From an optimization exercise on the open Yosys and OpenROAD flow, aimed at small area, a short achievable clock period and few clock cycles per item; shortcuts taken in it are not production practice.
At most, simulation tests tie the RTL to the original design; equivalence was not proved.
For runs 1, 2 and 4, only the layout was checked, not whether the RTL still works.
Power and IR drop assume default switching activity.

$ cat flow/design.v
package fp_addsub_pkg;
  typedef struct packed {
    logic                 sign;
    logic [8-1:0] exp;
    logic [23-1:0] frac;
  } fp_word_t;
  typedef struct packed {
    fp_word_t a;
    fp_word_t b;
    logic     sub;    
  } fp_op_t;
  typedef struct packed {
    logic overflow;
    logic underflow;
    logic inexact;
  } fp_flags_t;
  typedef struct packed {
    fp_word_t  value;
    fp_flags_t flags;
  } fp_res_t;
  typedef enum logic [2:0] {
    IDLE,
    PRE_NORMALIZING,
    OPERATION,
    NORMALIZING,
    SHIFTING_EXPONENT,
    ROUNDING,
    RESULT,
    RELEASE
  } lane_state_t;
endpackage
module fp_addsub_top (
  input  logic        clk,
  input  logic        rst_n,
  input  logic        in_req,
  output logic        in_ack,
  input  logic [64:0] in_op,      
  output logic        out_req,
  input  logic        out_ack,
  output logic [34:0] out_res     
);
  logic req_d, acc, v2, v3, rq, ak_a, ak_b;
  logic xfer, r1v, ld2;
  logic acc_n, v2_n, v3_n, rq_n, r1v_n;
  assign xfer    = v3 & rq & out_ack;              
  assign out_req = v3 & (rq | ~out_ack);
  assign r1v     = req_d & ~acc;                   
  assign ld2     = in_req & r1v & (~v2 | xfer);    
  assign in_ack  = in_req & (ak_a | (ak_b & out_ack));
  assign acc_n = in_req & in_ack;
  assign v2_n  = ld2 | (v2 & ~xfer);
  assign v3_n  = v2 & ~xfer;
  assign rq_n  = out_req & ~out_ack;
  assign r1v_n = in_req & ~acc_n;
  always_ff @(posedge clk) begin
    if (!rst_n) begin
      req_d <= 1'b0;
      acc   <= 1'b0;
      v2    <= 1'b0;
      v3    <= 1'b0;
      rq    <= 1'b0;
      ak_a  <= 1'b0;
      ak_b  <= 1'b0;
    end else begin
      req_d <= in_req;
      acc   <= acc_n;
      v2    <= v2_n;
      v3    <= v3_n;
      rq    <= rq_n;
      ak_a  <= acc_n | (r1v_n & ~v2_n);
      ak_b  <= r1v_n & v3_n & rq_n;
    end
  end
  logic        a_s, b_s, op_sub;
  logic [7:0]  a_e, b_e;
  logic [22:0] a_f, b_f;
  logic        a_nz, b_nz, b_gt, a_ge_e, swap, s_nz;
  logic [7:0]  d_ab, d_ba, d_abm1;
  logic [4:0]  sh_ab, sh_ba;
  logic        sign_a, subx_a;
  logic [7:0]  l_e_a;
  logic [22:0] l_f_a;
  logic [23:0] s_m_a;
  logic [4:0]  sh_a;
  always_comb begin
    {a_s, a_e, a_f, b_s, b_e, b_f, op_sub} = in_op;
  end
  pfx_gt #(31) cmp_i (.a({a_e, a_f}), .b({b_e, b_f}), .gt(b_gt));
  cmp_add #(8) ed_i (.a(a_e), .b(~b_e), .s0(d_abm1), .s1(d_ab), .c1(a_ge_e));
  assign d_ba = ~d_abm1;
  always_comb begin
    a_nz   = |a_e;
    b_nz   = |b_e;
    swap   = b_gt & b_nz;
    sign_a = swap ? (b_s ^ op_sub) : a_s;
    subx_a = a_s ^ b_s ^ op_sub;
    l_e_a  = swap ? b_e : a_e;
    l_f_a  = swap ? b_f : a_f;
    s_nz   = a_nz & b_nz;
    s_m_a  = {s_nz, swap ? a_f : b_f};
    sh_ab  = (~s_nz | (|d_ab[7:5]) | (d_ab[4:0] > 5'd26)) ? 5'd27 : d_ab[4:0];
    sh_ba  = (~s_nz | (|d_ba[7:5]) | (d_ba[4:0] > 5'd26)) ? 5'd27 : d_ba[4:0];
    sh_a   = a_ge_e ? sh_ab : sh_ba;
  end
  logic        sign1, subx1;
  logic [7:0]  l_e1;
  logic [22:0] l_f1;
  logic [23:0] s_m1;
  logic [4:0]  sh1;
  always_ff @(posedge clk) begin
    sign1 <= sign_a;
    subx1 <= subx_a;
    l_e1  <= l_e_a;
    l_f1  <= l_f_a;
    s_m1  <= s_m_a;
    sh1   <= sh_a;
  end
  logic [26:0] s_sh, al;
  logic        sticky, c_b;
  logic [26:0] s_b;
  logic [27:0] sum_b;
  always_comb begin
    s_sh   = {s_m1, 3'b000} >> sh1;
    sticky = 1'b0;
    for (int j = 0; j < 24; j++) begin
      if (5'(j + 3) < sh1) sticky = sticky | s_m1[j];
    end
    al = {s_sh[26:1], s_sh[0] | (sticky & s_m1[23])};
  end
  sk_add #(27) add_i (.a({1'b1, l_f1, 3'b000} ^ {27{subx1}}), .b(al), .cin(1'b0),
                      .s(s_b), .cout(c_b));
  assign sum_b = {c_b, s_b};
  logic        sign2, subx2;
  logic [7:0]  l_e2;
  logic [27:0] tsum2, sum2;
  always_ff @(posedge clk) begin
    if (ld2) begin
      sign2 <= sign1;
      subx2 <= subx1;
      l_e2  <= l_e1;
      tsum2 <= sum_b;
    end
  end
  assign sum2 = {tsum2[27] & ~subx2, tsum2[26:0] ^ {27{subx2}}};
  logic        carry, zero, uf, ov, up, lost, rc, kill, g, rs, wsel;
  logic [23:0] keep;
  logic [22:0] rnd;
  logic [4:0]  lz;
  logic [31:0] lzx;
  logic [26:0] norm;
  logic [7:0]  e_f, e_w0, e_w1, e_n0, e_n1;
  logic        sign_d;
  logic [7:0]  e_d;
  logic [22:0] f_d;
  logic [2:0]  fl_d;
  logic [15:0] z1;  logic [15:0]   c1;
  logic [7:0]  z2;  logic [7:0][1:0] c2;
  logic [3:0]  z3;  logic [3:0][2:0] c3;
  logic [1:0]  z4;  logic [1:0][3:0] c4;
  always_comb begin
    lzx = {sum2[26:0], 5'b11111};
    for (int k = 0; k < 16; k++) begin
      z1[k] = ~lzx[2*k+1] & ~lzx[2*k];
      c1[k] = ~lzx[2*k+1];
    end
    for (int k = 0; k < 8; k++) begin
      z2[k] = z1[2*k+1] & z1[2*k];
      c2[k] = z1[2*k+1] ? {1'b1, c1[2*k]} : {1'b0, c1[2*k+1]};
    end
    for (int k = 0; k < 4; k++) begin
      z3[k] = z2[2*k+1] & z2[2*k];
      c3[k] = z2[2*k+1] ? {1'b1, c2[2*k]} : {1'b0, c2[2*k+1]};
    end
    for (int k = 0; k < 2; k++) begin
      z4[k] = z3[2*k+1] & z3[2*k];
      c4[k] = z3[2*k+1] ? {1'b1, c3[2*k]} : {1'b0, c3[2*k+1]};
    end
    lz = z4[1] ? {1'b1, c4[0]} : {1'b0, c4[1]};
  end
  always_comb begin
    carry = sum2[27];
    zero  = (l_e2 == 8'd0) | (sum2 == 28'd0);
    norm  = sum2[26:0];
    if (lz[4]) norm = norm << 16;
    if (lz[3]) norm = norm << 8;
    if (lz[2]) norm = norm << 4;
    if (lz[1]) norm = norm << 2;
    if (lz[0]) norm = norm << 1;
    if (carry) begin
      keep = sum2[27:4];
      g    = sum2[3];
      rs   = |sum2[2:0];
    end else if (sum2[26]) begin
      keep = sum2[26:3];
      g    = sum2[2];
      rs   = |sum2[1:0];
    end else begin
      keep = sum2[25:2];
      g    = sum2[1];
      rs   = sum2[0];
    end
    up   = g & (rs | keep[0]);
    lost = g | rs;
    rc   = up & (&keep);
    wsel = carry | sum2[26] | sum2[25];
  end
  bk_add #(23) rnd_i (.a(keep[22:0]), .b(23'd0), .cin(up), .s(rnd), .cout());
  cmp_add #(8) ew_i (.a(l_e2), .b(carry ? 8'h01 : {8{~sum2[26]}}), .s0(e_w0), .s1(e_w1), .c1());
  cmp_add #(8) en_i (.a(l_e2), .b({3'b111, ~lz[4:1], 1'b1}), .s0(e_n0), .s1(e_n1), .c1());
  assign e_f = wsel ? (rc ? e_w1 : e_w0) : (lz[0] ? e_n0 : e_n1);
  always_comb begin
    if (carry)          ov = (l_e2 >= 8'd254) | ((l_e2 == 8'd253) & rc);
    else if (sum2[26])  ov = (l_e2 == 8'd255) | ((l_e2 == 8'd254) & rc);
    else if (sum2[25])  ov = (l_e2 == 8'd255) & rc;
    else                ov = 1'b0;
    uf   = ~zero & ~carry & (l_e2[7:5] == 3'd0) & (l_e2[4:0] <= lz);
    kill = uf | ov;
    sign_d = zero ? (sign2 & ~subx2) : sign2;
    e_d    = ov ? 8'hff : ((zero | uf) ? 8'd0 : e_f);
    f_d    = (kill | zero) ? 23'd0 : (wsel ? rnd : norm[25:3]);
    fl_d   = {ov, uf, (lost & ~zero) | kill};
  end
  logic        sign3;
  logic [7:0]  e3;
  logic [22:0] f3;
  logic [2:0]  fl3;
  always_ff @(posedge clk) begin
    sign3 <= sign_d;
    e3    <= e_d;
    f3    <= f_d;
    fl3   <= fl_d;
  end
  assign out_res = {sign3, e3, f3, fl3};
endmodule
module bk_add #(parameter int N = 8) (
  input  logic [N-1:0] a,
  input  logic [N-1:0] b,
  input  logic         cin,
  output logic [N-1:0] s,
  output logic         cout
);
  logic [N-1:0] p, gg, pp;
  always_comb begin
    p     = a ^ b;
    gg    = a & b;
    pp    = p;
    gg[0] = gg[0] | (p[0] & cin);
    for (int l = 0; (1 << l) < N; l++) begin
      for (int i = (2 << l) - 1; i < N; i += (2 << l)) begin
        gg[i] = gg[i] | (pp[i] & gg[i - (1 << l)]);
        pp[i] = pp[i] & pp[i - (1 << l)];
      end
    end
    for (int l = 30; l >= 0; l--) begin
      if ((2 << l) <= N) begin
        for (int i = 3 * (1 << l) - 1; i < N; i += (2 << l)) begin
          gg[i] = gg[i] | (pp[i] & gg[i - (1 << l)]);
          pp[i] = pp[i] & pp[i - (1 << l)];
        end
      end
    end
    s[0] = p[0] ^ cin;
    for (int i = 1; i < N; i++) s[i] = p[i] ^ gg[i - 1];
    cout = gg[N - 1];
  end
endmodule
module sk_add #(parameter int N = 8) (
  input  logic [N-1:0] a,
  input  logic [N-1:0] b,
  input  logic         cin,
  output logic [N-1:0] s,
  output logic         cout
);
  logic [N-1:0] p, gg, pp;
  always_comb begin
    p     = a ^ b;
    gg    = a & b;
    pp    = p;
    gg[0] = gg[0] | (p[0] & cin);
    for (int l = 0; (1 << l) < N; l++) begin
      for (int i = 0; i < N; i++) begin
        if ((i & (1 << l)) != 0) begin
          gg[i] = gg[i] | (pp[i] & gg[(i & ~((1 << l) - 1)) - 1]);
          pp[i] = pp[i] & pp[(i & ~((1 << l) - 1)) - 1];
        end
      end
    end
    s[0] = p[0] ^ cin;
    for (int i = 1; i < N; i++) s[i] = p[i] ^ gg[i - 1];
    cout = gg[N - 1];
  end
endmodule
module ks_add #(parameter int N = 8) (
  input  logic [N-1:0] a,
  input  logic [N-1:0] b,
  input  logic         cin,
  output logic [N-1:0] s,
  output logic         cout
);
  logic [N-1:0] p, gg, pp, gn, pn;
  always_comb begin
    p     = a ^ b;
    gg    = a & b;
    pp    = p;
    gg[0] = gg[0] | (p[0] & cin);
    for (int l = 0; (1 << l) < N; l++) begin
      gn = gg;
      pn = pp;
      for (int i = (1 << l); i < N; i++) begin
        gn[i] = gg[i] | (pp[i] & gg[i - (1 << l)]);
        pn[i] = pp[i] & pp[i - (1 << l)];
      end
      gg = gn;
      pp = pn;
    end
    s[0] = p[0] ^ cin;
    for (int i = 1; i < N; i++) s[i] = p[i] ^ gg[i - 1];
    cout = gg[N - 1];
  end
endmodule
module cmp_add #(parameter int N = 8) (
  input  logic [N-1:0] a,
  input  logic [N-1:0] b,
  output logic [N-1:0] s0,
  output logic [N-1:0] s1,
  output logic         c1
);
  logic [N-1:0] p, gg, pp, gn, pn;
  always_comb begin
    p  = a ^ b;
    gg = a & b;
    pp = p;
    for (int l = 0; (1 << l) < N; l++) begin
      gn = gg;
      pn = pp;
      for (int i = (1 << l); i < N; i++) begin
        gn[i] = gg[i] | (pp[i] & gg[i - (1 << l)]);
        pn[i] = pp[i] & pp[i - (1 << l)];
      end
      gg = gn;
      pp = pn;
    end
    s0[0] = p[0];
    s1[0] = ~p[0];
    for (int i = 1; i < N; i++) begin
      s0[i] = p[i] ^ gg[i - 1];
      s1[i] = p[i] ^ (gg[i - 1] | pp[i - 1]);
    end
    c1 = gg[N - 1] | pp[N - 1];
  end
endmodule
module pfx_gt #(parameter int N = 8) (
  input  logic [N-1:0] a,
  input  logic [N-1:0] b,
  output logic         gt
);
  logic [N-1:0] gg, tt;
  always_comb begin
    gg = b & ~a;
    tt = b | ~a;
    for (int l = 0; (1 << l) < N; l++) begin
      for (int i = (2 << l) - 1; i < N; i += (2 << l)) begin
        gg[i] = gg[i] | (tt[i] & gg[i - (1 << l)]);
        tt[i] = tt[i] & tt[i - (1 << l)];
      end
    end
    for (int l = 30; l >= 0; l--) begin
      if ((2 << l) <= N) begin
        for (int i = 3 * (1 << l) - 1; i < N; i += (2 << l)) begin
          gg[i] = gg[i] | (tt[i] & gg[i - (1 << l)]);
          tt[i] = tt[i] & tt[i - (1 << l)];
        end
      end
    end
    gt = gg[N - 1];
  end
endmodule
$ cat flow/flow/run.sh
#!/bin/bash
set -e
echo 'export BUFFER_PORTS_ARGS = -buffer_cell sky130_fd_sc_hd__buf_1' >> config.mk
bash standard.sh > standard.log 2>&1
$ cat flow/standard.sh
#!/bin/bash
# synth_recipe.tcl (not shown) runs the flow's synth.tcl, then flattens the netlist and writes it again
# the make line also repeats each setting of config.mk as NAME=value (left out here)
make -C /OpenROAD-flow-scripts/flow DESIGN_CONFIG=/design/flow/config.mk WORK_HOME=/design/flow/orfs CLKGATE_MAP_FILE= SYNTH_SCRIPT=/design/flow/synth_recipe.tcl "${@:-finish}"
$ cat flow/config.mk
export PLATFORM = sky130hd
export DESIGN_NAME = fp_addsub_top
export DESIGN_NICKNAME = fp_addsub_top
export VERILOG_FILES = /design/flow/design.v
export SDC_FILE = /design/flow/constraint.sdc
export NUM_CORES = 4
export LEC_CHECK = 0
export ABC_AREA = 1
export CAP_MARGIN = 20
export CORE_MARGIN = 2
export CORE_UTILIZATION = 40
export CTS_BUF_LIST = sky130_fd_sc_hd__clkbuf_8
export SETUP_SLACK_MARGIN = 3.3
export SLEW_MARGIN = 20
export TNS_END_PERCENT = 5
export BUFFER_PORTS_ARGS = -buffer_cell sky130_fd_sc_hd__buf_1
$ cat flow/constraint.sdc
create_clock -name core_clock -period 6.5 [get_ports {clk}]
set_input_delay 1.3000 -clock core_clock [delete_from_list [all_inputs] [get_ports {clk}]]
set_output_delay 1.3000 -clock core_clock [all_outputs]
set_load 0.01 [all_outputs]
==> impl_results.md, run 1 <==
- Outcome: complete, no violations
- NumNets Final: around 2300
- Global-route wire length before repair: 67000 microns
- DRC: 0
- Hold slack: around 400 ps
- Met1 wire length: between 15000 and 20000 microns
- Initial DRT Pass Iterations: 7
- Max Fclk: 263 MHz
- ANT cells: 0
- Top layer in use: met4
- Crit path required time: approximately 6700 ps
- Mapped Nets: approximately 2100
- Largest net degree at the start of global routing: 56
- Worst min-delay path class: reg2reg
- Crit path launch: sh1[0]$_DFF_P_
- Post-DP HPWL: approximately 32000 microns
- Clk sinks: around 140
- DR iter-0 viols: approximately 1200
- Clk latency of the worst-skew pair: 480 ps
- Flop pwr share: 0.324
- Most common cell in the netlist: nand2_1
- Crit path DAT: about 4000 ps
- Crit path largest cell delay: 380 ps
- CP max-delay cell: dfxtp_4
- Hold buffers post-CTS: 0
- CP Max Fanout: 6
- Wire length on met2: between 20000 and 25000 microns
- Post-synth top area cell: nand2_1
- Max-slew headroom: 0.479
- Die area: 33000 sq um
- GRT Residual Overflow: 0
- Clock Path Buffers: 2
- Final hold vios: 0
- Post-route clock period utilization: 0.584
- Power share of the combinational group: 0.463
- Die H: 182 microns
- R2R depth: 20
- Worst Setup EP: tsum2[16]$_DFFE_PP_
- Setup TNS Final: 0 ps
- Top cells by area, synth: nand2_1 (18%), dfxtp_1 (16%), nand3_1 (11%)
- Area Growth Syn to Fin: 24.9%
- Core ar.: roughly 31000 sq um
- Asr flop ratio synth: 0
- Avg Inst Size Synth: between 6 and 7 sq um
- CP Class: reg2reg
- Post-route minimum period: roughly 3800 ps
- Fin. max-slew vios: 0
- Post-DR wirelength/cell: 16.8 microns
- Starting density of the core: 0.403
- Initial antenna violation count: 0
- Synth Instances: approximately 2000
- Most frequent cell on the critical path: a21oi_2
- Clock Pin Slew Worst Setup and Hold Paths: around 80 ps
- Register area share after synthesis: 0.255
- Vias per Instance: about 5.4
- Synth cell count leaders: nand2_1 (607), nand3_1 (267), inv_1 (213)
- Met3 routed WL: 2850 microns
- Fillcell total: between 3000 and 4000
- Post-DRT Antenna Nets: 0
- Ports: ~110
- YS warnings: 27
- CP cell instances: buf_6 > buf_16 > a21oi_4 > o22ai_2 > a2111oi_2 > a31oi_1 > or2_4 > ha_4 > fa_2 > a21o_1 > a21oi_2 > o21ai_2 > a21oi_2 > inv_1 > nand2_1 > nand2_2 > nand3_4 > nand2_8 > buf_4 > xor2_1
- Clock skew: roughly 16 ps
- TritonCTS clock tree: done
- RSZ-0062 raised after global routing: true
- Max-Cap Viols: 0
- Top FF cell, synth: dfxtp_1
- Worst-Margin Slew: just under 800 ps
- Leakage Power: 0.00774 uW
- FP Rows: 65
- EDFF count, synth: 38
- RR Endpoint: tsum2[16]$_DFFE_PP_
- H-tree Lvls: 4
- Gr usage total: 0.256
- Post-Place Cells: roughly 2400
- Worst r2r src: sh1[0]$_DFF_P_
- Fin cells: 2592
- Pwr/cell area: around 220 nW/um^2
- Vias: 14100
- Sequential Area: approximately 3200 sq um
- Switching Fraction: 0.410
- Crit. path cell count: 20
- Number of global-route vias before repair: approximately 13000
- Top cell family by delay on the critical path: compound AO/OA/AOI/OAI gates
- Placer's final routability congestion estimate: 0.935
- Maximum vdd drop: 0.113 mV
- Pint: 2050 uW
- Cell variety after synth: 59
- # setup viols final: 0
- Area share of the largest cell type after synthesis: 0.180
- Port Buffers: ~110
- R2R Setup Slk: approximately 2700 ps
- Share of cells above drive strength 1: 0.154
- Worst setup SP type: flop
- Post-Syn Area: between 10000 and 15000 sq um
- Crit end category: flop
- Hold Path Depth: 0
- Area of the multi-input gates: roughly 9000 sq um
- Root Driver: clkbuf_8
- #FFs+latches synth: approximately 140
- Worst Path Buf+Inv: 4
- P_sw: between 1000 and 1500 uW
- Clock power frac: 0.213
- Width of the die: between 150 and 200 microns
- Inserted Clock Buffers: 17
- Routed WL: 43700 microns
logic make-up (layout without fill, tap and decap cells):
| kind of cell | count (synthesis) | in the layout | synth area share |
|---|---|---|---|
| multiplexers | 7 | 7 | 0.00555 |
| XOR/XNOR | 77 | 77 | 0.0540 |
| flip-flops | 142 | 142 | 0.255 |
| adder cells (fa/ha/maj) | 76 | 76 | 0.0789 |
| AO/OA/AOI/OAI | 281 | 281 | 0.128 |
| AND/OR/NAND/NOR | 1107 | 1112 | 0.380 |
| buffers and inverters | 300 | 495 | 0.0986 |
power groups by stage:
stage / logic [uW] / clock network (uW) / registers (uW)
after CTS: 1450 / 753 / 1120
after floorplan: 933 / 0 / 1120
after detailed placement: 1270 / 0 / 1140
final: 1610 / 741 / 1130
after global routing: 1770 / 794 / 1140
after global placement: 1260 / 0 / 1140
worst min path at each step:
stage,start,endpoint
final,l_e1[1]$_DFF_P_,l_e2[1]$_DFFE_PP_
after global placement,l_e1[1]$_DFF_P_,l_e2[1]$_DFFE_PP_
after CTS,l_e1[1]$_DFF_P_,l_e2[1]$_DFFE_PP_
after floorplan,l_e1[0]$_DFF_P_,l_e2[0]$_DFFE_PP_
after global routing,l_e1[1]$_DFF_P_,l_e2[1]$_DFFE_PP_
after detailed placement,l_e1[4]$_DFF_P_,l_e2[4]$_DFFE_PP_
what timing repair did:
action,4_1_cts,5_1_grt
gates resized for setup,103,123
pin swaps,23,47
cloned,10,6
setup endpoints to repair,68,119
buffers inserted,42,73
per-stage QoR:
stage | area [sq um] | setup WS [ps] | util | power, uW
2_1_floorplan | 12700 | 2790 | - | 2050
3_3_place_gp | 13300 | 1740 | 0.424 | 2400
3_5_place_dp | 13300 | 1570 | 0.424 | 2410
4_1_cts | 14500 | 2820 | 0.464 | 3330
5_1_grt | 15800 | 2570 | 0.503 | 3700
6_report | 15800 | 2700 | 0.503 | 3480
routing by layer:
metal	track usage	vias to the layer above
met4	0.103	0
li1	-	6919
met1	0.330	6546
met5	0	-
met3	0.0381	108
met2	0.429	511
cell type report:
type | instances | area share
flip-flops and latches | 142 | 0.206
repair buffers | 239 | 0.107
multi-input cells | 1553 | 0.570
repair inverters | 3 | 0.00143
clock inverters | 15 | 0.0109
clock buffers | 17 | 0.0148
well taps | 402 | 0.0319
inverters | 221 | 0.0578
layout by cell type, fill, tap and decap left out, types with 63 or more instances in the layout:
| cell type | Yosys | layout |
|---|---|---|
| nand2_1 | 607 | 578 |
| nand3_1 | 267 | 258 |
| inv_1 | 213 | 204 |
| nor2_1 | 137 | 125 |
| buf_4 | 10 | 110 |
| buf_1 | 7 | 105 |
| dfxtp_1 | 104 | 99 |
| a21oi_1 | 96 | 88 |
| o21ai_0 | 102 | 73 |
| ha_1 | 70 | 63 |
sequential cells by signal (all words and copies together), names as in the netlist, 3 cells and up:
register,cells
e3,8
f3,23
fl3,3
l_e1,8
l_e2,8
l_f1,23
s_m1,24
sh1,5
tsum2,28
==> run 2, diff against run 1 <==
--- a/flow/design.v
+++ b/flow/design.v
@@ -360,18 +360,15 @@
     tt = b | ~a;
     for (int l = 0; (1 << l) < N; l++) begin
-      for (int i = (2 << l) - 1; i < N; i += (2 << l)) begin
-        gg[i] = gg[i] | (tt[i] & gg[i - (1 << l)]);
-        tt[i] = tt[i] & tt[i - (1 << l)];
-      end
-    end
-    for (int l = 30; l >= 0; l--) begin
-      if ((2 << l) <= N) begin
-        for (int i = 3 * (1 << l) - 1; i < N; i += (2 << l)) begin
-          gg[i] = gg[i] | (tt[i] & gg[i - (1 << l)]);
-          tt[i] = tt[i] & tt[i - (1 << l)];
+      for (int k = 0; 2 * k < ((N + (1 << l) - 1) >> l); k++) begin
+        if (2 * k + 1 < ((N + (1 << l) - 1) >> l)) begin
+          gg[k] = gg[2 * k + 1] | (tt[2 * k + 1] & gg[2 * k]);
+          tt[k] = tt[2 * k + 1] & tt[2 * k];
+        end else begin
+          gg[k] = gg[2 * k];
+          tt[k] = tt[2 * k];
         end
       end
     end
-    gt = gg[N - 1];
+    gt = gg[0];
   end
 endmodule
==> run 2 against run 1 <==
Hold slack better by 1.8 ps. Largest power group unchanged. Sequential share of layout area is 0.76 points higher. Total power is 7.8% lower.
==> impl_results.md, run 2 <==
- Area Growth Syn to Fin: 22.0%
- Setup TNS Final: 0 ps
- Top cell family by delay on the critical path: compound AO/OA/AOI/OAI gates
- # setup viols final: 0
- Register area share after synthesis: 0.259
- Initial DRT Pass Iterations: 10
- Maximum vdd drop: around 0.14 mV
- Pre-CTS setup slack: between 1500 and 2000 ps
- Post-synthesis adder-cell area fraction: 0.0799
- Port Buffers: 105
- #FFs+latches synth: 142
- Vias per Instance: 5.45
- Worst setup SP type: flop
- Post-Synth XOR/XNOR Area: 0.0483
- Inserted Clock Buffers: 17
- Crit path largest cell delay: 410 ps
- ANT cells: 0
- Crit end category: flop
- DR iter-0 viols: between 1000 and 1500
- Post-Synth Simple-Gate Area: 0.358
- Core ar.: about 31000 sq um
- Main combinational cell family by area after synthesis: simple AND/OR/NAND/NOR gates
- Max Fclk: about 270 MHz
- Initial antenna violation count: 0
- Most common cell after layout, fill and taps aside: nand2_1
- Leakage Power: approximately 0.0073 uW
- CP Max Fanout: 5
- Outcome: complete, no violations
- Max-Cap Viols: 0
- Post-DP HPWL: about 32000 microns
- DRC: 0
- CP max-delay cell: dfxtp_4
- Worst-Margin Slew: 593 ps
- Post-DRT Antenna Nets: 0
- Global-route wire length before repair: roughly 67000 microns
- Routed WL: roughly 43000 microns
- Post-Syn Area: about 12000 sq um
- Max-slew headroom: 0.601
- Gr usage total: 0.257
- Die area: 32600 sq um
- Synth cell count leaders: nand2_1 (571), nand3_1 (228), inv_1 (210)
- Most common cell in the netlist: nand2_1
- Pwr/cell area: 211 nW/um^2
- Post-DR wirelength/cell: ~17 microns
- Final Instance Area: about 15000 sq um
- Mux contribution to synthesized area: 0.00803
- Crit path DAT: slightly below 4000 ps
- EDFF count, synth: 38
- Compound-Gate Fraction of Synth Area: 0.145
- Clk sinks: between 100 and 150
- Largest Register: tsum2
- Top FF cell, synth: dfxtp_1
- RSZ-0062 raised after global routing: true
- Worst min-delay path class: reg2reg
- Placer's final routability congestion estimate: slightly below 1
- Fin. max-slew vios: 0
- Asr flop ratio synth: 0
- H-tree Lvls: 4
- Share of cells above drive strength 1: 0.158
- Post-route clock period utilization: 0.567
- YS warnings: 16
- Clock Path Buffers: 2
- Final hold vios: 0
- Width of the die: 181 microns
- Number of global-route vias before repair: roughly 13000
- Starting density of the core: 0.406
- Cell variety after synth: 61
- Core Util, Final: 0.496
- Top flop regs: tsum2 (28), s_m1 (24)
- Worst Path Buf+Inv: 3
- Ports: 106
- Crit path required time: approximately 6700 ps
- NumNets Final: 2268
- R2R Setup Slk: 2810 ps
- Area share of the largest cell type after synthesis: 0.172
- Clock Pin Slew Worst Setup and Hold Paths: 80 ps
- Root Driver: clkbuf_8
- Final worst setup slack: 2810 ps
- FP Rows: 64
- Largest net degree at the start of global routing: 74
- GRT Residual Overflow: 0
- Flip-flop count of the largest register after layout: 28
- CP cell instances: clkinvlp_4 > nor2_4 > inv_1 > o32ai_2 > a22oi_1 > o21ai_1 > nand3_1 > nand2_1 > o21ai_2 > ha_2 > fa_2 > a21o_1 > a21oi_2 > o21ai_2 > a21o_1 > a21oi_4 > inv_2 > nand2_2 > nand2_4 > a21oi_2 > xor2_1
- Die H: ~180 microns
- Avg Inst Size Synth: around 6.4 sq um
- CP Class: reg2reg
- Clock skew: about 17 ps
- Top cells by area, synth: nand2_1 (17%), dfxtp_1 (17%), nand3_1 (9.2%)
- Vias: between 10000 and 15000
- Synth Instances: about 2000
- Commonest non-fill, non-tap cells in the layout: nand2_1 (529), nand3_1 (221), inv_1 (199)
- TritonCTS clock tree: done
- Clk latency of the worst-skew pair: 480 ps
- Placed instance area: 13100 sq um
- Post-synth top area cell: nand2_1
- Mapped Nets: between 2000 and 2500
- Post-route minimum period: roughly 3700 ps
-- run 2: power breakdown --
group / switching (uW) / internal (uW) / total [uW] / leakage, uW
Combinational: 907 / 511 / 1420 / 0.00590
Sequential: 78.0 / 1040 / 1120 / 0.00122
Clock: 384 / 281 / 665 / 0.000189
-- run 2: cell type report --
type,instances,area (sq um)
Clock inverter,14,106
Sequential cell,142,3240
Multi-Input combinational cell,1514,8770
Clock buffer,18,248
Timing Repair inverter,3,17.5
Inverter,227,928
Timing Repair Buffer,218,1390
Fill cell,3144,15500
Tap cell,396,495
-- run 2: logic make-up (layout without fill, tap and decap cells) --
group | count (synthesis) | after routing
and+or+nand+nor | 1035 | 1040
adders and majority gates | 76 | 76
muxes | 10 | 10
xor gates and xnor gates | 67 | 67
AOI/OAI and AO/OA | 320 | 321
buffers and inverters | 305 | 480
DFF | 142 | 142
-- run 2: final timing paths --
path / from / to / cells after the start
worst max-delay path: sh1[1]$_DFF_P_ / tsum2[15]$_DFFE_PP_ / 21
worst min-delay path: l_e1[6]$_DFF_P_ / l_e2[6]$_DFFE_PP_ / 0
worst max register to register: sh1[1]$_DFF_P_ / tsum2[15]$_DFFE_PP_ / 21
worst min register to register: l_e1[6]$_DFF_P_ / l_e2[6]$_DFFE_PP_ / 0
-- run 2: timing repair --
| item | CTS | global route |
|---|---|---|
| pin swaps | 20 | 55 |
| gates resized for setup | 86 | 137 |
| endpoints found under the setup margin | 83 | 108 |
| gates cloned | 7 | 5 |
| endpoints found under the hold margin | 0 | 0 |
| hold buffers | 0 | 0 |
| setup buffers | 32 | 68 |
-- run 2: worst reg2reg max path, delay by kind of cell, from the launching register on --
family / cells / cell delay [ps]
flip-flops: 1 / 410
AO/OA/AOI/OAI: 10 / 1650
adder cells (fa/ha/maj): 2 / 520
AND/OR/NAND/NOR: 5 / 450
XOR/XNOR: 1 / 80
buffers and inverters: 3 / 310
-- run 2: per-stage QoR --
step / hold slack, ps / total power, uW / cells
2_1_floorplan: 386 / 2000 / 1955
3_3_place_gp: 388 / 2330 / 2387
3_5_place_dp: 389 / 2340 / 2387
4_1_cts: 406 / 3090 / 2458
5_1_grt: 419 / 3410 / 2532
6_report: 402 / 3210 / 2532
-- run 2: routing by layer --
layer / up-vias / global-route usage / part of all wire
met5: - / 0 / 0
met4: 0 / 0.0894 / 0.033
met3: 105 / 0.0362 / 0.067
met2: 544 / 0.430 / 0.46
met1: 6356 / 0.338 / 0.44
li1: 6787 / - / -
==> run 3, diff against run 2 <==
--- a/flow/design.v
+++ b/flow/design.v
@@ -128,10 +128,10 @@
     al = {s_sh[26:1], s_sh[0] | (sticky & s_m1[23])};
   end
-  sk_add #(27) add_i (.a({1'b1, l_f1, 3'b000} ^ {27{subx1}}), .b(al), .cin(1'b0),
+  sk_add #(27) add_i (.a({1'b1, l_f1, 3'b000}), .b(al ^ {27{subx1}}), .cin(subx1),
                       .s(s_b), .cout(c_b));
-  assign sum_b = {c_b, s_b};
+  assign sum_b = {c_b & ~subx1, s_b};
   logic        sign2, subx2;
   logic [7:0]  l_e2;
-  logic [27:0] tsum2, sum2;
+  logic [27:0] sum2;
   always_ff @(posedge clk) begin
     if (ld2) begin
@@ -139,8 +139,7 @@
       subx2 <= subx1;
       l_e2  <= l_e1;
-      tsum2 <= sum_b;
+      sum2  <= sum_b;
     end
   end
-  assign sum2 = {tsum2[27] & ~subx2, tsum2[26:0] ^ {27{subx2}}};
   logic        carry, zero, uf, ov, up, lost, rc, kill, g, rs, wsel;
   logic [23:0] keep;
--- a/flow/config.mk
+++ b/flow/config.mk
@@ -11,5 +11,5 @@
 export CORE_UTILIZATION = 40
 export CTS_BUF_LIST = sky130_fd_sc_hd__clkbuf_8
-export SETUP_SLACK_MARGIN = 3.3
+export SETUP_SLACK_MARGIN = 3.9
 export SLEW_MARGIN = 20
 export TNS_END_PERCENT = 5
==> run 3 against run 2 <==
Still clean on timing, DRC and antenna. Clock skew rose by 13 ps. Flip-flop and latch count stayed put. Global-route usage is 3.0 points lower. Core utilization fell by 0.19 points. Highest routed layer unchanged.
==> impl_results.md, run 3 <==
- Final hold vios: 0
- Most common cell in the netlist: nand2_1
- ANT cells: 0
- Pre-CTS setup slack: between 2000 and 2500 ps
- Number of global-route vias before repair: between 10000 and 15000
- Largest net degree at the start of global routing: 58
- Initial antenna violation count: 0
- Crit path largest cell delay: slightly above 400 ps
- Clk latency of the worst-skew pair: between 400 and 500 ps
- CP max-delay cell: dfxtp_4
- # setup viols final: 0
- #FFs+latches synth: 142
- Crit end category: flop
- TritonCTS clock tree: done
- Area Growth Syn to Fin: 22.5%
- Clock skew: slightly below 30 ps
- GRT Residual Overflow: 0
- Mapped Nets: 1925
- Starting density of the core: 0.403
- RSZ-0062 raised after global routing: true
- Maximum vdd drop: approximately 0.13 mV
- Final worst setup slack: 3140 ps
- Vias: approximately 12000
- Post-route minimum period: 3360 ps
- Worst-Margin Slew: about 950 ps
- Vias per Instance: roughly 5.3
- Fin. max-slew vios: 0
- Worst min-delay path class: reg2reg
- NumNets Final: roughly 2100
- Top cells by area, synth: dfxtp_1 (18%), nand2_1 (15%), edfxtp_1 (9.6%)
- Root Driver: clkbuf_8
- Die area: just over 30000 sq um
- Worst Path Buf+Inv: 3
- Max-slew headroom: 0.363
- Post-DRT Antenna Nets: 0
- Outcome: complete, no violations
- Setup TNS Final: 0 ps
- Share of cells above drive strength 1: 0.183
- Routed WL: between 30000 and 40000 microns
- Crit path required time: about 6700 ps
- Top flop regs: sum2 (28), s_m1 (24)
- Register area share after synthesis: 0.272
- Core ar.: approximately 29000 sq um
- Synth cell count leaders: nand2_1 (478), inv_1 (206), nand3_1 (154)
- Area share of the largest cell type after synthesis: 0.176
- Die H: roughly 180 microns
- CP cell instances: buf_12 > nand2_1 > o21ai_1 > o21ai_2 > mux2i_2 > nand2_1 > nand3_1 > xor2_1 > inv_1 > ha_4 > a21oi_4 > o21ai_1 > a21oi_2 > inv_2 > a211oi_4 > nand2_4 > fa_2 > xor2_1
- Ports: around 110
- Post-DR wirelength/cell: approximately 16 microns
- H-tree Lvls: 4
- Leakage Power: roughly 0.0067 uW
- Avg Inst Size Synth: 6.65 sq um
- Max-Cap Viols: 0
- Top cell family by delay on the critical path: compound AO/OA/AOI/OAI gates
- CP Class: reg2reg
- DR iter-0 viols: around 940
- Port Buffers: around 110
- Gr usage total: 0.227
- Post-synth top area cell: dfxtp_1
- Commonest non-fill, non-tap cells in the layout: nand2_1 (458), inv_1 (186), nand3_1 (143)
- Largest Register: sum2
- Post-route clock period utilization: 0.517
- Synth Instances: 1782
- YS warnings: 16
- Global-route wire length before repair: 56800 microns
- Most common cell after layout, fill and taps aside: nand2_1
- Fillcell total: 2979
- Clock Path Buffers: 2
- Max Fclk: 297 MHz
- Top FF cell, synth: dfxtp_1
- Placer's final routability congestion estimate: a little over 0.9
- Initial DRT Pass Iterations: 6
- Post-DP HPWL: about 26000 microns
- EDFF count, synth: 38
- Worst setup SP type: flop
- Cell variety after synth: 65
- Core Util, Final: 0.494
- Clock Pin Slew Worst Setup and Hold Paths: approximately 100 ps
- Inserted Clock Buffers: 17
- FP Rows: 63
- Width of the die: approximately 180 microns
- Asr flop ratio synth: 0
- Crit path DAT: 3600 ps
- Flip-flop count of the largest register after layout: 28
- Clk sinks: approximately 140
- DRC: 0
- Hold buffers post-CTS: 0
- Post-Syn Area: ~12000 sq um
- CP Max Fanout: 6
- Pwr/cell area: about 240 nW/um^2
## run 3: repair_timing
action,CTS,global route
cloned,3,6
gates resized for setup,101,135
pin swaps,28,44
buffers inserted,34,56
setup endpoints to repair,125,123
## run 3: final cells by class
type                       count  area, sq um  share of cell area
clock buffer                  18          248              0.0171
timing repair inverter         1         8.76            0.000603
tap                          390          488              0.0336
multi-input combinational   1357         8120               0.559
timing repair buffer         206         1280              0.0881
inverter                     223          951              0.0655
sequential                   142         3240               0.223
clock inverter                14          178              0.0122
## run 3: kinds of logic (layout without fill, tap and decap cells)
logic type               after synthesis  count (layout)  share of synthesized area
adder cells (fa/ha/maj)               74              74                     0.0813
multiplexers                           7               7                    0.00591
AND/OR/NAND/NOR                      862             865                      0.317
flip-flops                           142             142                      0.272
XOR/XNOR                              49              49                     0.0362
AO/OA/AOI/OAI                        362             362                      0.185
buffers and inverters                286             462                      0.102
## run 3: worst paths after layout
path	from	end	slack, ps	depth (start not counted)
max	sh1[0]$_DFF_P_	sum2[17]$_DFFE_PP_	3140	18
min	sign1$_DFF_P_	sign2$_DFFE_PP_	410	0
max reg2reg	sh1[0]$_DFF_P_	sum2[17]$_DFFE_PP_	3140	18
min reg2reg	sign1$_DFF_P_	sign2$_DFFE_PP_	410	0
## run 3: per-layer routing
metal	vias up	GRT usage	share of wire
met5	-	0	0
met4	0	0.0837	0.038
met3	98	0.0396	0.062
met2	481	0.380	0.47
met1	5630	0.292	0.43
li1	6285	-	-
## run 3: through the flow
step	cell area, sq um	total power (uW)	std cells	hold slack [ps]
after floorplan	11900	2040	1782	386
after global placement	12500	2310	2220	391
after detailed placement	12500	2330	2220	389
after CTS	13500	3260	2289	414
after global routing	14500	3690	2351	427
final	14500	3440	2351	413
## run 3: report_power, final
group | total (uW) | switching, uW | leakage, uW | internal, uW
Sequential | 1140 | 88.3 | 0.00122 | 1050
Combinational | 1510 | 911 | 0.00526 | 602
Clock | 787 | 419 | 0.000214 | 368
Testbench counts of run 3, summed over its fixed seeds: cycles 9,608, items 3,200.
==> run 4, diff against run 3 <==
--- a/flow/design.v
+++ b/flow/design.v
@@ -95,5 +95,5 @@
     sign_a = swap ? (b_s ^ op_sub) : a_s;
     subx_a = a_s ^ b_s ^ op_sub;
-    l_e_a  = swap ? b_e : a_e;
+    l_e_a  = a_ge_e ? a_e : b_e;                
     l_f_a  = swap ? b_f : a_f;
     s_nz   = a_nz & b_nz;
--- a/flow/config.mk
+++ b/flow/config.mk
@@ -11,5 +11,5 @@
 export CORE_UTILIZATION = 40
 export CTS_BUF_LIST = sky130_fd_sc_hd__clkbuf_8
-export SETUP_SLACK_MARGIN = 3.9
+export SETUP_SLACK_MARGIN = 3.3
 export SLEW_MARGIN = 20
 export TNS_END_PERCENT = 5
==> run 4 against run 3 <==
Fmax down 8.3%. Clock power down 5.5%. Hold slack worse by 11 ps. Final area down 5.4%. Highest routed layer unchanged.
==> impl_results.md, run 4 <==
- # setup viols final: 0
- Initial antenna violation count: 0
- Area share of the largest cell type after synthesis: 0.176
- Starting density of the core: 0.403
- Post-DP HPWL: around 26000 microns
- Largest Register: sum2
- Crit path DAT: 3910 ps
- Top cells by area, synth: dfxtp_1 (18%), nand2_1 (15%), edfxtp_1 (9.6%)
- Initial DRT Pass Iterations: 7
- Fin. max-slew vios: 0
- Final Instance Area: ~14000 sq um
- Setup TNS Final: 0 ps
- Sequential Area: 3240 sq um
- Largest net degree at the start of global routing: between 90 and 100
- Crit end category: flop
- Clk latency of the worst-skew pair: ~480 ps
- Hold slack: between 400 and 500 ps
- Most common cell after layout, fill and taps aside: nand2_1
- Max Fclk: 273 MHz
- Root Driver: clkbuf_8
- Leakage Power: approximately 0.0064 uW
- Placer's final routability congestion estimate: ~0.96
- Synth Instances: 1768
- Inserted Clock Buffers: 17
- Worst setup SP type: flop
- Post-DRT Antenna Nets: 0
- Clock skew: around 21 ps
- Clock Path Buffers: 2
- GRT Residual Overflow: 0
- Vias per Instance: between 5 and 6
- Outcome: complete, no violations
- RSZ-0062 raised after global routing: true
- YS warnings: 16
- Post-synth top area cell: dfxtp_1
- Port Buffers: around 110
- H-tree Lvls: 4
- ANT cells: 0
- TritonCTS clock tree: done
- CP Class: reg2reg
- Final Total Pwr: 3460 uW
- Top FF cell, synth: dfxtp_1
- Post-DR wirelength/cell: about 15 microns
- Core ar.: approximately 30000 sq um
- Post-Syn Area: 11900 sq um
- Die H: between 150 and 200 microns
- Post-route minimum period: between 3000 and 4000 ps
- Post-route clock period utilization: 0.564
- Flip-flop count of the largest register after layout: 28
- Max-slew headroom: 0.335
- Mapped Nets: approximately 1900
- FP Rows: 63
- Vias: about 12000
- DR iter-0 viols: ~820
- Synth cell count leaders: nand2_1 (467), inv_1 (214), nand3_1 (162)
- Asr flop ratio synth: 0
- Routed WL: between 30000 and 40000 microns
- #FFs+latches synth: approximately 140
- Worst-Margin Slew: approximately 1000 ps
- Number of global-route vias before repair: roughly 11000
- Die area: ~31000 sq um
- Top flop regs: sum2 (28), s_m1 (24)
- Placed instance area: about 12000 sq um
- Clock Pin Slew Worst Setup and Hold Paths: 110 ps
- Avg Inst Size Synth: about 6.7 sq um
- Core Util, Final: 0.467
- Fillcell total: between 3000 and 4000
- Pwr/cell area: around 250 nW/um^2
- CP Max Fanout: 5
- Maximum vdd drop: between 0.1 and 0.15 mV
- Crit path required time: 6750 ps
- Area of the multi-input gates: between 7000 and 8000 sq um
- Register area share after synthesis: 0.272
- Share of cells above drive strength 1: 0.128
- Gr usage total: 0.227
- Max-Cap Viols: 0
- Final hold vios: 0
- Worst min-delay path class: reg2reg
- Cell variety after synth: between 60 and 70
- DRC: 0
- EDFF count, synth: 38
- Area Growth Syn to Fin: 15.9%
- Commonest non-fill, non-tap cells in the layout: nand2_1 (451), inv_1 (209), nand3_1 (159)
- Clk sinks: 142
- Most common cell in the netlist: nand2_1
- Ports: roughly 110
- Global-route wire length before repair: 56800 microns
- Width of the die: ~180 microns
- NumNets Final: 2017
[run 4: layer usage]
layer / track usage / share of wire / wire length, microns
met1: 0.293 / 0.45 / 15500
met2: 0.375 / 0.46 / 16100
met3: 0.0312 / 0.049 / 1720
met4: 0.107 / 0.042 / 1470
met5: 0 / 0 / 0
[run 4: final timing paths]
path / from / to / slack, ps / depth (start not counted)
max: sh1[0]$_DFF_P_ / sum2[24]$_DFFE_PP_ / 2830 / 21
min: l_e1[6]$_DFF_P_ / l_e2[6]$_DFFE_PP_ / 400 / 0
max reg2reg: sh1[0]$_DFF_P_ / sum2[24]$_DFFE_PP_ / 2830 / 21
min reg2reg: l_e1[6]$_DFF_P_ / l_e2[6]$_DFFE_PP_ / 400 / 0
[run 4: repair_timing]
action | in CTS | in global routing
endpoints found under the setup margin | 119 | 117
gates cloned | 6 | 2
setup buffers | 23 | 2
hold buffers | 0 | 0
resized for setup | 107 | 31
pin swaps | 7 | 11
[run 4: kinds of logic (layout without fill, tap and decap cells)]
| family | count (synthesis) | after routing | synth area share |
|---|---|---|---|
| compound gates | 356 | 356 | 0.188 |
| xor+xnor | 49 | 49 | 0.0362 |
| fa+ha+maj | 74 | 74 | 0.0813 |
| buf+inv | 290 | 408 | 0.101 |
| flops | 142 | 142 | 0.272 |
| mux | 9 | 9 | 0.00760 |
| simple gates | 848 | 849 | 0.314 |
[run 4: layout make-up]
type / instances / share of cell area
Tap cell: 390 / 0.0355
Clock inverter: 15 / 0.0121
Timing Repair Buffer: 148 / 0.0681
Inverter: 227 / 0.0645
Sequential cell: 142 / 0.236
Clock buffer: 17 / 0.0170
Multi-Input combinational cell: 1337 / 0.567
Timing Repair inverter: 1 / 0.000547
[run 4: power breakdown]
group          internal, uW  switching, uW  leakage, uW
combinational           600            960      0.00501
sequential             1070           86.5      0.00122
clock                   323            421     0.000203
[run 4: stage by stage]
stage	worst slack (ps)	instances
after global routing	2690	2277
after floorplan	2840	1768
after detailed placement	2130	2212
after global placement	2170	2212
final	2830	2277
after CTS	3010	2273
[run 4: worst max-delay path, stage by stage, from the launching register on]
cell and delay, ps:
dfxtp_4 400, buf_6 130, buf_16 130, nand2_1 80, o21ai_1 100, o21ai_2 180
mux2i_1 170, a221oi_2 380, xor2_1 200, ha_1 290, a21oi_2 170, nor2_1 80
a211oi_2 250, nand2_2 140, nand2_2 100, nand2_2 80, buf_6 140, clkbuf_16 140
nand2_1 80, nand2_1 60, nand2_1 60, nand2_1 50
==> run 5, diff against run 4 <==
--- a/flow/design.v
+++ b/flow/design.v
@@ -95,5 +95,5 @@
     sign_a = swap ? (b_s ^ op_sub) : a_s;
     subx_a = a_s ^ b_s ^ op_sub;
-    l_e_a  = a_ge_e ? a_e : b_e;                
+    l_e_a  = swap ? b_e : a_e;
     l_f_a  = swap ? b_f : a_f;
     s_nz   = a_nz & b_nz;
==> run 5 against run 4 <==
Sequential share of layout area decreased by 0.23 points. Non-clock buffer count up 21. Core utilization up 0.41 points. Cell count increased by 1.5%. Wire length shrank 1.0%. Synthesized cell count up 0.79%. Final area is 0.88% higher. Largest cell class unchanged.
==> impl_results.md, run 5 <==
- Outcome: complete, no violations
- Clk sinks: 142
- Sequential Area: between 3000 and 4000 sq um
- Root Driver: clkbuf_8
- Post-route minimum period: roughly 3400 ps
- Crit path largest cell delay: around 460 ps
- Ports: between 100 and 150
- Crit end category: flop
- Commonest non-fill, non-tap cells in the layout: nand2_1 (470), inv_1 (197), nand3_1 (145)
- Largest net degree at the start of global routing: 110
- Top flop regs: sum2 (28), s_m1 (24)
- Routed WL: 34500 microns
- Worst r2r src: sh1[0]$_DFF_P_
- CP Class: reg2reg
- RSZ-0062 raised after global routing: true
- FP Rows: 63
- Placer's final routability congestion estimate: 0.955
- Fin cells: roughly 2300
- CP Max Fanout: 7
- R2R depth: 15
- Number of global-route vias before repair: approximately 11000
- Worst hold start: l_e1[4]$_DFF_P_
- Synth cell count leaders: nand2_1 (478), inv_1 (206), nand3_1 (154)
- Most common cell in the netlist: nand2_1
- Share of cells above drive strength 1: 0.140
- Post-DR wirelength/cell: ~15 microns
- Max-Cap Viols: 0
- ANT cells: 0
- Starting density of the core: 0.403
- Final hold vios: 0
- Setup TNS Final: 0 ps
- Max-slew headroom: 0.338
- Fin. max-slew vios: 0
- Worst Setup EP: sum2[9]$_DFFE_PP_
- Largest Register: sum2
- Fillcell total: around 3000
- CP max-delay cell: dfxtp_4
- Width of the die: 176 microns
- Gr usage total: 0.221
- H-tree Lvls: 4
- Pwr/cell area: between 200 and 250 nW/um^2
- Top cells by area, synth: dfxtp_1 (18%), nand2_1 (15%), edfxtp_1 (9.6%)
- GRT Residual Overflow: 0
- YS warnings: 16
- Area of the multi-input gates: between 7000 and 8000 sq um
- Register area share after synthesis: 0.272
- Vias: around 12000
- Post-Syn Area: 11800 sq um
- Crit path DAT: roughly 3600 ps
- Worst min-delay path class: reg2reg
- Most common cell after layout, fill and taps aside: nand2_1
- Die area: roughly 31000 sq um
- Global-route wire length before repair: around 56000 microns
- Initial DRT Pass Iterations: 5
- Most frequent cell on the critical path: xor2_1
- R2R Setup Slk: 3110 ps
- Area share of the largest cell type after synthesis: 0.176
- RR Endpoint: sum2[9]$_DFFE_PP_
- Initial antenna violation count: 0
- #FFs+latches synth: approximately 140
- DRC: 0
- Worst-Margin Slew: 990 ps
- Core ar.: 29400 sq um
- Port Buffers: 105
- Worst setup SP type: flop
- Max Fclk: about 300 MHz
- Synth Instances: ~1800
- Clk latency of the worst-skew pair: 490 ps
- Mapped Nets: a little under 2000
- Crit path required time: slightly below 7000 ps
- NumNets Final: slightly above 2000
- # setup viols final: 0
- Maximum vdd drop: 0.114 mV
- Flip-flop count of the largest register after layout: 28
- Top FF cell, synth: dfxtp_1
- Leakage Power: around 0.0064 uW
- Post-Place Cells: 2223
- Clock Path Buffers: 2
- Clock Pin Slew Worst Setup and Hold Paths: about 100 ps
- Area Growth Syn to Fin: 17.0%
- Cell variety after synth: 65
- Inserted Clock Buffers: 17
- Post-route clock period utilization: 0.521
- Hold buffers post-CTS: 0
- CP cell instances: buf_6 > mux2i_2 > nand2_1 > o21ai_2 > mux2i_1 > a221oi_2 > xor2_1 > ha_1 > a21oi_2 > nor2_1 > a211oi_2 > nand2_2 > buf_4 > fa_1 > xor2_1
- Avg Inst Size Synth: 6.65 sq um
- EDFF count, synth: 38
- TritonCTS clock tree: done
- Crit path launch: sh1[0]$_DFF_P_
- DR iter-0 viols: between 800 and 900
- Clock skew: 21.9 ps
- Post-DRT Antenna Nets: 0
- Vias per Instance: 5.24
- Post-synth top area cell: dfxtp_1
- Die H: about 180 microns
- Asr flop ratio synth: 0
- Post-DP HPWL: around 26000 microns
## run 5: power by group
group,internal [uW],leakage (uW),switching (uW)
logic,517,0.00502,833
clock network,327,0.000198,414
registers,1050,0.00122,82.1
total,1900,0.00644,1330
## run 5: kinds of logic after synthesis
| logic type | count (synthesis) | synth area share |
|---|---|---|
| adders and majority gates | 74 | 0.0813 |
| and+or+nand+nor | 862 | 0.317 |
| xor gates and xnor gates | 49 | 0.0362 |
| buffers and inverters | 286 | 0.102 |
| muxes | 7 | 0.00591 |
| DFF | 142 | 0.272 |
| AOI/OAI and AO/OA | 362 | 0.185 |
## run 5: critical path: cells and delay by family, from the launching register on
family                   cells  cell delay [ps]
XOR/XNOR                     2              350
AO/OA/AOI/OAI                4              750
AND/OR/NAND/NOR              3              300
buffers and inverters        2              280
adder cells (fa/ha/maj)      2              650
flip-flops                   1              460
multiplexers                 2              370
## run 5: layout make-up
class	instances	share of cell area
clock inverters	14	0.0107
inverters	223	0.0654
repair buffers	169	0.0699
clock buffers	18	0.0179
well taps	390	0.0352
multi-input cells	1356	0.568
flip-flops and latches	142	0.233
## run 5: metal layers
layer | share of wire | GRT usage
met1 | 0.45 | 0.290
met2 | 0.47 | 0.372
met3 | 0.052 | 0.0310
met4 | 0.029 | 0.0809
met5 | 0 | 0
## run 5: worst min path at each step
stage,to,slack (ps),cells past startpoint
after floorplan,l_e2[0]$_DFFE_PP_,390,0
after global placement,l_e2[0]$_DFFE_PP_,390,0
after detailed placement,l_e2[3]$_DFFE_PP_,390,0
after CTS,l_e2[4]$_DFFE_PP_,410,0
after global routing,l_e2[4]$_DFFE_PP_,420,0
final,l_e2[4]$_DFFE_PP_,410,0
## run 5: stage by stage
stage	area, sq um	setup slack [ps]	hold slack (ps)	util	total power [uW]
detailed placement	12400	2180	389	0.423	2310
CTS	13500	3150	408	0.458	3180
global placement	12400	2280	391	0.423	2300
global route	13900	2900	422	0.471	3470
finish	13900	3110	405	0.471	3230
floorplan	11800	2840	386	-	2020
## run 5: what timing repair did
item	4_1_cts	5_1_grt
resized for setup	119	49
endpoints found under the hold margin	0	0
cloned	2	2
setup buffers	27	26
setup endpoints to repair	89	117
pin swaps	23	6
Testbench counts of run 5, summed over its fixed seeds: cycles 9,608, items 3,200.
==> run 6, diff against run 5 <==
--- a/flow/config.mk
+++ b/flow/config.mk
@@ -13,4 +13,4 @@
 export SETUP_SLACK_MARGIN = 3.3
 export SLEW_MARGIN = 20
-export TNS_END_PERCENT = 5
+export TNS_END_PERCENT = 0
 export BUFFER_PORTS_ARGS = -buffer_cell sky130_fd_sc_hd__buf_1
==> run 6 against run 5 <==
Critical path type is now in2reg. Combinational power down 3%. Cell count down 1.1%. Critical endpoint is now l_f1[11]$_DFF_P_. Worst setup slack worse by 18 ps. Largest power group unchanged. Largest cell class unchanged. Non-clock buffer count down 26. Clock skew down 2.1 ps. Critical path depth down 4. Total power down 1.0%. Core utilization down 1.1 points.
==> impl_results.md, run 6 <==
- NumNets Final: between 2000 and 2500
- Synth Instances: 1782
- Worst min-delay path class: reg2reg
- Initial antenna violation count: 0
- Post-route clock period utilization: 0.524
- Post-Place Cells: roughly 2200
- Port Buffers: 105
- Clock Path Buffers: 2
- Register area share after synthesis: 0.272
- Ports: ~110
- RSZ-0062 raised after global routing: true
- Inserted Clock Buffers: 17
- Main combinational cell family by area after synthesis: simple AND/OR/NAND/NOR gates
- Crit end category: flop
- Starting density of the core: 0.403
- Maximum vdd drop: around 0.11 mV
- Routed WL: roughly 34000 microns
- Top FF cell, synth: dfxtp_1
- Global-route wire length before repair: approximately 56000 microns
- Vias per Instance: around 5.3
- Post-DRT Antenna Nets: 0
- CP Max Fanout: about 110
- Core ar.: 29400 sq um
- Gr usage total: 0.221
- Post-Syn Area: about 12000 sq um
- R2R depth: 18
- Share of cells above drive strength 1: 0.119
- #FFs+latches synth: ~140
- Compound-Gate Fraction of Synth Area: 0.185
- Top cells by area, synth: dfxtp_1 (18%), nand2_1 (15%), edfxtp_1 (9.6%)
- R2R Setup Slk: ~3100 ps
- Area Growth Syn to Fin: 14.2%
- ANT cells: 0
- Fin. max-slew vios: 0
- Root Driver: clkbuf_8
- GRT Residual Overflow: 0
- Power share of the combinational group: 0.412
- Width of the die: approximately 180 microns
- Clock power frac: 0.232
- Worst hold start: l_e1[4]$_DFF_P_
- Largest Register: sum2
- Asr flop ratio synth: 0
- DRC: 0
- YS warnings: 16
- Crit path DAT: around 3800 ps
- Die area: around 31000 sq um
- Post-DP HPWL: between 20000 and 30000 microns
- Max-Cap Viols: 0
- Hold EP: l_e2[4]$_DFFE_PP_
- P_sw: 1320 uW
- Wire length on met2: roughly 16000 microns
- Met1 wire length: ~16000 microns
- Crit path launch: in_op[25]
- Mux contribution to synthesized area: 0.00591
- Post-synth top area cell: dfxtp_1
- CP Class: in2reg
- Clk sinks: 142
- Clk latency of the worst-skew pair: 480 ps
- Worst-Margin Slew: approximately 990 ps
- Post-DR wirelength/cell: around 15 microns
- Clock skew: roughly 20 ps
- Area share of the largest cell type after synthesis: 0.176
- Largest net degree at the start of global routing: 110
- DR iter-0 viols: 873
- Worst r2r src: sh1[0]$_DFF_P_
- Met3 routed WL: between 1500 and 2000 microns
- Flip-flop count of the largest register after layout: 28
- Post-Synth Simple-Gate Area: 0.317
- Crit path required time: 6870 ps
- Post-Synth XOR/XNOR Area: 0.0362
- Clock Pin Slew Worst Setup and Hold Paths: 100 ps
- Placer's final routability congestion estimate: 0.955
- TritonCTS clock tree: done
- Leakage Power: between 0.006 and 0.007 uW
- Avg Inst Size Synth: roughly 6.6 sq um
- EDFF count, synth: 38
- Commonest non-fill, non-tap cells in the layout: nand2_1 (472), inv_1 (202), nand3_1 (146)
- H-tree Lvls: 4
- Vias: ~12000
- Hold Path Depth: 0
- # setup viols final: 0
- Final hold vios: 0
- RR Endpoint: sum2[9]$_DFFE_PP_
- Pwr/cell area: roughly 240 nW/um^2
- Fin cells: 2286
- Outcome: complete, no violations
- Top layer in use: met4
- Core Util, Final: 0.460
- FP Rows: 63
- Post-route minimum period: 3410 ps
- Post-synthesis adder-cell area fraction: 0.0813
- Top flop regs: sum2 (28), s_m1 (24)
- Setup TNS Final: 0 ps
- Die H: 176 microns
- Number of global-route vias before repair: ~11000
- Synth cell count leaders: nand2_1 (478), inv_1 (206), nand3_1 (154)
- Most common cell after layout, fill and taps aside: nand2_1
- Most common cell in the netlist: nand2_1
- Hold buffers post-CTS: 0
- Initial DRT Pass Iterations: 5
- Max-slew headroom: 0.337
- Pint: ~1900 uW
- Mapped Nets: a little under 2000
- Switching Fraction: 0.412
- Flop pwr share: 0.357
- Worst setup SP type: primary input
- Cell variety after synth: 65
- Max Fclk: 294 MHz
==> run 6: worst max-delay path: stages <==
cell and delay, ps:
buf_1 210, inv_1 90, ha_1 220, or2_2 290, nor4_1 400, and3_1 220
nand2_1 50, nand2_1 120, nand2_2 50, buf_4 360, o21ai_0 410
==> run 6: kinds of logic (layout without fill, tap and decap cells) <==
group | count (synthesis) | after routing
fa+ha+maj | 74 | 74
compound gates | 362 | 362
flops | 142 | 142
mux | 7 | 7
xor+xnor | 49 | 49
simple gates | 862 | 864
buf+inv | 286 | 398
==> run 6: through the flow <==
step	cell area (sq um)	power, uW	setup slack, ps	hold slack, ps
floorplan	11800	2020	2840	386
global route	13500	3430	2910	422
detailed placement	12400	2310	2180	389
finish	13500	3190	3090	406
global placement	12400	2300	2280	391
CTS	13400	3170	3150	408
==> run 6: per-layer routing <==
layer  up-vias  global-route usage
met5         -                   0
met4         0              0.0820
met3        68              0.0310
met2       344               0.371
met1      5461               0.290
li1       6157                   -
==> run 6: worst max-delay path by stage <==
stage / end / slack, ps / cells past startpoint
6_report: l_f1[11]$_DFF_P_ / 3090 / 11
5_1_grt: e3[1]$_SDFF_PP1_ / 2910 / 17
2_1_floorplan: sum2[17]$_DFFE_PP_ / 2840 / 21
3_3_place_gp: sum2[17]$_DFFE_PP_ / 2280 / 19
4_1_cts: sum2[17]$_DFFE_PP_ / 3150 / 21
3_5_place_dp: sum2[17]$_DFFE_PP_ / 2180 / 17
==> run 6: cell type report <==
class	count	area, sq um
clock buffers	18	248
clock inverters	14	149
fillers	3057	15900
inverters	223	877
multi-input cells	1356	7770
flip-flops and latches	142	3230
well taps	390	488
repair buffers	143	761
==> run 6: timing repair <==
action / in CTS / in global routing
buffers inserted: 24 / 3
setup endpoints to repair: 89 / 117
gates cloned: 2 / 2
resized for setup: 116 / 19
pin swaps: 19 / 5
endpoints found under the hold margin: 0 / 0
==> run 6: power groups by stage <==
stage / Combinational [uW] / Clock [uW] / Sequential (uW)
floorplan: 889 / 0 / 1130
global placement: 1140 / 0 / 1150
detailed placement: 1160 / 0 / 1150
CTS: 1280 / 758 / 1140
global route: 1490 / 793 / 1150
finish: 1310 / 740 / 1140
==> run 7, diff against run 6 <==
--- a/flow/config.mk
+++ b/flow/config.mk
@@ -11,5 +11,5 @@
 export CORE_UTILIZATION = 40
 export CTS_BUF_LIST = sky130_fd_sc_hd__clkbuf_8
-export SETUP_SLACK_MARGIN = 3.3
+export SETUP_SLACK_MARGIN = 4.0
 export SLEW_MARGIN = 20
 export TNS_END_PERCENT = 0
==> run 7 against run 6 <==
Critical endpoint is now sum2[27]$_DFFE_PP_. Worst setup slack improved by 70 ps. Hold slack improved by 6.9 ps. Flip-flop and latch count did not move. Clock-buffer cell count fell by 1. Critical path depth rose by 5. Wire length rose by 3.6%. Highest routed layer unchanged. Register-to-register slack improved by 60 ps.
==> impl_results.md, run 7 <==
- Post-route clock period utilization: 0.513
- FP Rows: 63
- Most common cell in the netlist: nand2_1
- Register area share after synthesis: 0.272
- Post-route minimum period: about 3300 ps
- CP Class: reg2reg
- Die area: 31000 sq um
- Worst min-delay path class: reg2reg
- Top FF cell, synth: dfxtp_1
- TritonCTS clock tree: done
- YS warnings: 16
- RSZ-0062 raised after global routing: true
- Outcome: complete, no violations
- Mapped Nets: around 1900
- Clk latency of the worst-skew pair: ~500 ps
- Max-Cap Viols: 0
- Placed instance area: 12500 sq um
- Routed WL: approximately 35000 microns
- Vias: 12200
- Post-synth top area cell: dfxtp_1
- Worst setup SP type: flop
- GRT Residual Overflow: 0
- Area of the multi-input gates: between 7000 and 8000 sq um
- ANT cells: 0
- Post-Syn Area: around 12000 sq um
- Port Buffers: ~110
- Top cells by area, synth: dfxtp_1 (18%), nand2_1 (15%), edfxtp_1 (9.6%)
- Pwr/cell area: approximately 240 nW/um^2
- Ports: about 110
- Setup TNS Final: 0 ps
- Clock Pin Slew Worst Setup and Hold Paths: 100 ps
- Placer's final routability congestion estimate: 0.934
- Avg Inst Size Synth: ~6.6 sq um
- CP Max Fanout: 7
- EDFF count, synth: 38
- Fin. max-slew vios: 0
- Die H: 176 microns
- Synth Instances: ~1800
- Final Instance Area: 13700 sq um
- Clock skew: roughly 16 ps
- Sequential Area: about 3200 sq um
- Final hold vios: 0
- Width of the die: approximately 180 microns
- Core ar.: a little under 30000 sq um
- Largest Register: sum2
- Synth cell count leaders: nand2_1 (478), inv_1 (206), nand3_1 (154)
- Crit end category: flop
- Most common cell after layout, fill and taps aside: nand2_1
- DR iter-0 viols: approximately 950
- Initial antenna violation count: 0
- Asr flop ratio synth: 0
- NumNets Final: 2035
- Initial DRT Pass Iterations: 5
- Global-route wire length before repair: ~58000 microns
- Share of cells above drive strength 1: 0.131
- Clock Path Buffers: 2
- Post-DRT Antenna Nets: 0
- Worst-Margin Slew: 955 ps
- Cell variety after synth: 65
- Max-slew headroom: 0.362
- Gr usage total: 0.231
- Leakage Power: approximately 0.0064 uW
- Flip-flop count of the largest register after layout: 28
- Starting density of the core: 0.403
- Post-DP HPWL: about 26000 microns
- Vias per Instance: about 5.3
- Commonest non-fill, non-tap cells in the layout: nand2_1 (472), inv_1 (198), nand3_1 (149)
- DRC: 0
- Inserted Clock Buffers: 17
- Crit path DAT: between 3000 and 4000 ps
- Final Total Pwr: ~3200 uW
- #FFs+latches synth: about 140
- Number of global-route vias before repair: between 10000 and 15000
- Area Growth Syn to Fin: 15.7%
- Post-DR wirelength/cell: 15.5 microns
- Root Driver: clkbuf_8
- H-tree Lvls: 4
- Largest net degree at the start of global routing: 74
- Area share of the largest cell type after synthesis: 0.176
- Max Fclk: between 200 and 300 MHz
- # setup viols final: 0
- Top flop regs: sum2 (28), s_m1 (24)
- Fillcell total: slightly above 3000
- Hold buffers post-CTS: 0
- Maximum vdd drop: 0.143 mV
- Clk sinks: between 100 and 150
- Crit path required time: roughly 6700 ps
[run 7: final timing paths]
path	from	slack, ps	to	cells past startpoint
max	sh1[0]$_DFF_P_	3160	sum2[27]$_DFFE_PP_	16
max reg2reg	sh1[0]$_DFF_P_	3160	sum2[27]$_DFFE_PP_	16
min	l_e1[4]$_DFF_P_	410	l_e2[4]$_DFFE_PP_	0
min reg2reg	l_e1[4]$_DFF_P_	410	l_e2[4]$_DFFE_PP_	0
[run 7: worst max-delay path, cell delays in order, from the launching register on]
cell and delay, ps:
dfxtp_4 420, buf_6 140, nor2_1 70, a21oi_2 130, inv_1 120, o21ai_0 290, o21ai_2 140, nor2_1 140
xor2_1 150, ha_1 270, a21o_1 210, a21oi_2 190, o21bai_2 110, a21boi_2 180, o21bai_2 110, a211oi_2 290
a21oi_1 100
[run 7: cell type report]
type,count,area share
sequential,142,0.237
tap,390,0.0356
clock inverter,15,0.0126
inverter,223,0.0668
clock buffer,17,0.0171
timing repair buffer,151,0.0597
multi-input combinational,1356,0.571
timing repair inverter,1,0.000639
[run 7: power breakdown]
group          switching, uW  internal (uW)
combinational            838            503
clock                    431            324
sequential              88.0           1050
[run 7: routing by layer]
layer  vias up  share of wire  track usage
li1       6166              -            -
met1      5566           0.44        0.295
met2       405           0.47        0.395
met3        96          0.054       0.0308
met4         0          0.037       0.0882
met5         -              0            0
[run 7: timing repair]
action | CTS | global route
pin swaps | 21 | 19
gates cloned | 5 | 2
buffers inserted | 26 | 10
resized for setup | 101 | 46
setup endpoints to repair | 163 | 163
[run 7: through the flow]
| step | util | std cells | worst slack [ps] | hold WS (ps) |
|---|---|---|---|---|
| 2_1_floorplan | - | 1782 | 3100 | 386 |
| 3_3_place_gp | 0.424 | 2220 | 2010 | 389 |
| 3_5_place_dp | 0.424 | 2220 | 1990 | 389 |
| 4_1_cts | 0.459 | 2283 | 3210 | 413 |
| 5_1_grt | 0.466 | 2295 | 2940 | 418 |
| 6_report | 0.466 | 2295 | 3160 | 412 |
[run 7: cell families (layout without fill, tap and decap cells)]
group	count (synthesis)	after routing	share of synthesized area
adder cells (fa/ha/maj)	74	74	0.0813
buffers and inverters	286	407	0.102
AND/OR/NAND/NOR	862	864	0.317
multiplexers	7	7	0.00591
AO/OA/AOI/OAI	362	362	0.185
XOR/XNOR	49	49	0.0362
flip-flops	142	142	0.272

-- separate check: timing with driven ports --
No port has a modelled driver above. Below, the same layouts with a new extraction and two added sets of constraints. Step 1 assumes that a clkbuf_16 drives the clock port and a buf_2 every other input. Step 2 also shifts input and output timing later by t, the mid clock arrival at the registers, as if the neighbouring blocks saw the same clock. Slacks: ideal ports / drivers / drivers and shift; pairs: ideal ports / drivers.
run | t, ns | slack for setup (ns) | hold slack, ns | worst register clock-pin slew, ns | cell pins on the clock port's net
run 1 | 0.514 | 2.704 / 2.704 / 2.334 | 0.401 / 0.401 / 0.401 | 0.09 / 0.09 | 1
run 2 | 0.514 | 2.813 / 2.813 / 2.647 | 0.402 / 0.402 / 0.402 | 0.10 / 0.10 | 1
run 3 | 0.514 | 3.137 / 3.137 / 2.691 | 0.413 / 0.413 / 0.413 | 0.11 / 0.11 | 1
run 4 | 0.515 | 2.835 / 2.835 / 2.447 | 0.401 / 0.401 / 0.401 | 0.11 / 0.11 | 1
run 5 | 0.518 | 3.113 / 3.113 / 2.622 | 0.405 / 0.405 / 0.405 | 0.11 / 0.11 | 1
run 6 | 0.515 | 3.094 / 3.101 / 2.596 | 0.406 / 0.406 / 0.406 | 0.10 / 0.10 | 1
run 7 | 0.528 | 3.165 / 3.165 / 2.734 | 0.412 / 0.412 / 0.412 | 0.10 / 0.10 | 1
After both steps every run listed still meets setup and hold. The setup slack of run 6, which loses most, moves by +0.007 ns with the drivers and by -0.498 ns with both steps.
